Background: an optimization exercise with open tools, aiming at small area, a short achievable clock period and few clock cycles. Do not read the settings as production practice. RTL that was checked went through simulation tests only; none was proved equivalent to the original.

Design rv32imc_instruction_execute, start of the top module:
module rv32imc_instruction_execute (
  input  logic        clk_i,
  input  logic        rst_ni,
  input  logic        in_valid_i,
  output logic        in_ready_o,
  input  logic        cmd_i,
  input  logic [31:0] instruction_i,
  input  logic [31:0] read_data_i,
  input  logic        access_ok_i,
  output logic        out_valid_o,
  input  logic        out_ready_i,
  output logic [2:0]  status_o,
  output logic [31:0] access_address_o,
  output logic [2:0]  access_size_o,
  output logic [31:0] write_data_o,
  output logic [31:0] next_pc_o
);
export LEC_CHECK = 0
export ABC_CLOCK_PERIOD_IN_PS = 4000
export CAP_MARGIN = 20
export CORE_MARGIN = 2
export CORE_UTILIZATION = 45
export PLACE_DENSITY = 0.6
export SLEW_MARGIN = 20
export TNS_END_PERCENT = 100
create_clock -name core_clock -period 13.0 [get_ports {clk_i}]
standard.sh (not shown) runs the stock make flow with config.mk's settings and CLKGATE_MAP_FILE= SYNTH_SCRIPT=/design/flow/synth_recipe.tcl, a recipe that flattens the netlist after the stock synthesis.
==> flow/flow/run.sh <==
#!/bin/bash
set -euo pipefail
bash standard.sh SETUP_SLACK_MARGIN=8.5 finish > std_flow.log 2>&1
Then changed:
--- a/flow/design.v
+++ b/flow/design.v
@@ -557,36 +557,43 @@
     mlow = {1'b0, l5s[7:0]} + {1'b0, l5c[7:0]} + {8'd0, mci_q};
     mres = 33'(p_hi) + 33'(mc_c) + {32'd0, mci_q};
   end
   logic [5:0]  lzr, lzd;
   logic signed [6:0] kdiff;
   logic [32:0] dtrial;
+  logic [31:0] asmear;
+  logic        dlt;
   logic [31:0] amag, bmag;
   always_comb begin
     lzr = 6'd32;
     for (int i = 0; i < 32; i++) if (p_hi[i]) lzr = 6'(31 - i);
     lzd = 6'd32;
     for (int i = 0; i < 32; i++) if (dv_q[i]) lzd = 6'(31 - i);
     kdiff = $signed({1'b0, lzd}) - $signed({1'b0, lzr});
     dtrial = {1'b0, p_hi[31:0]} - {1'b0, dv_q[31:0]};
+    for (int i = 0; i < 32; i++) asmear[i] = |(p_hi[31:0] >> i);
+    dlt = |(dv_q[31:0] & ~asmear);
     amag = (!mmf_q[0] && p_hi[31]) ? -p_hi[31:0] : p_hi[31:0];
     bmag = (!mmf_q[0] && dv_q[31]) ? -dv_q[31:0] : dv_q[31:0];
   end
+  logic [2:0] md_first;
+  assign md_first = !dec.is_div ? M_MUL :
+                    (!dec.mfunc[0] && (v1[31] || v2[31])) ? M_NEG : M_CLZ;
   assign md_start = d_en && i_valid_i && !hold && !i_cmd_i && dec.wr_en && dec.aop == AOP_MUL;
   always_ff @(posedge clk_i or negedge rst_ni) begin
     if (!rst_ni) begin
       ms_q <= M_IDLE;
     end else begin
       case (ms_q)
-        M_IDLE:  if (md_start) ms_q <= dec.is_div ? M_NEG : M_MUL;
+        M_IDLE:  if (md_start) ms_q <= md_first;
         M_NEG:   ms_q <= M_CLZ;
-        M_CLZ:   ms_q <= (bz_q || kdiff[6]) ? M_FIN : M_NORM;
+        M_CLZ:   ms_q <= (dv_q[31:0] == 32'd0 || dlt) ? M_FIN : M_NORM;
         M_MUL:   if (mlast) ms_q <= M_FIN;
         M_NORM:  ms_q <= M_DIV;
         M_DIV:   if (mc_q == 5'd0) ms_q <= M_FIN;
-        M_FIN:   if (md_start) ms_q <= dec.is_div ? M_NEG : M_MUL;
+        M_FIN:   if (md_start) ms_q <= md_first;
                  else if (md_wr || mrd_q == 5'd0) ms_q <= M_IDLE;
         default: ms_q <= M_IDLE;
       endcase
     end
   end
   always_ff @(posedge clk_i) begin
@@ -597,31 +604,32 @@
       msa_q <= (dec.mfunc == 3'd1 || dec.mfunc == 3'd2) && v1[31];
       msb_q <= dec.mfunc == 3'd1 && v2[31];
       mdiv_q <= dec.is_div;
       mmf_q <= dec.mfunc;
       mrd_q <= dec.rd;
       p_hi <= {1'b0, dec.is_div ? v1 : 32'd0};
-      p_lo <= v2;
+      p_lo <= dec.is_div ? 32'd0 : v2;
       dv_q <= {1'b0, dec.is_div ? v2 : v1};
+      qneg_q <= !dec.mfunc[0] && (v1[31] ^ v2[31]);
+      rneg_q <= !dec.mfunc[0] && v1[31];
     end else case (ms_q)
       M_NEG: begin
         p_hi <= {1'b0, amag};
-        p_lo <= '0;
         dv_q <= {1'b0, bmag};
-        bz_q <= dv_q[31:0] == 32'd0;
-        qneg_q <= !mmf_q[0] && (p_hi[31] ^ dv_q[31]);
-        rneg_q <= !mmf_q[0] && p_hi[31];
       end
       M_MUL: begin
         mc_q <= mc_q + 5'd1;
         p_hi <= l5s[40:8];
         mc_c <= l5c[41:8];
         mci_q <= mlow[8];
         p_lo <= {mlow[7:0], p_lo[31:8]};
       end
-      M_CLZ: mc_q <= kdiff[4:0];
+      M_CLZ: begin
+        mc_q <= kdiff[4:0];
+        bz_q <= dv_q[31:0] == 32'd0;
+      end
       M_NORM: dv_q <= {1'b0, dv_q[31:0] << mc_q};
       M_DIV: begin
         mc_q <= mc_q - 5'd1;
         if (!dtrial[32]) p_hi <= {1'b0, dtrial[31:0]};
         p_lo <= {p_lo[30:0], !dtrial[32]};
         dv_q <= {2'b0, dv_q[31:1]};
Result:
- design area goes up slightly
- sequential cell count is unchanged
- synthesized cell count rises by a few percent
- synthesized area climbs slightly
- wire length is lower slightly
- die area increases slightly
- fmax shrinks slightly
- critical path depth is higher by 6
- worst hold slack gets worse by 0.0067 ns
- register-to-register slack is worse by 0.08 ns
Testbench counts after the change, summed over its fixed seeds: cycles 27,994.
Function not checked in the first run of this note: the RTL went through the layout flow alone.

[re-timing with driven ports]
No port has a modelled driver above. Below, the same layouts with a new extraction and two added sets of constraints. Step 1 (the two cells are an assumption about what drives the block):
set clk [get_ports {clk_i}]
set_driving_cell -lib_cell sky130_fd_sc_hd__clkbuf_16 $clk
set_driving_cell -lib_cell sky130_fd_sc_hd__buf_2 [delete_from_list [all_inputs] $clk]
Step 2 moves the port delays by t, midway between the first and last clock arrival at a register: inputs arrive t later, outputs are due t later. That takes back most of the time a late clock gives input paths. Slacks: ideal / step 1 / step 2; pairs: ideal / step 1.
| run | t (ns) | slack for setup (ns) | slew at the worst register clock pin (ns) | worst slew at a driven data input, ns |
|---|---|---|---|---|
| the first run | 0.945 | 8.206 / 8.206 / 7.569 | 0.07 / 0.07 | 0.04 |
| the second run | 0.928 | 8.129 / 8.129 / 7.642 | 0.08 / 0.08 | 0.05 |
After both steps every run listed still meets setup and hold. For the first run, which loses most, drivers alone change the setup slack by 0.000 ns; drivers and shift together by -0.637 ns.
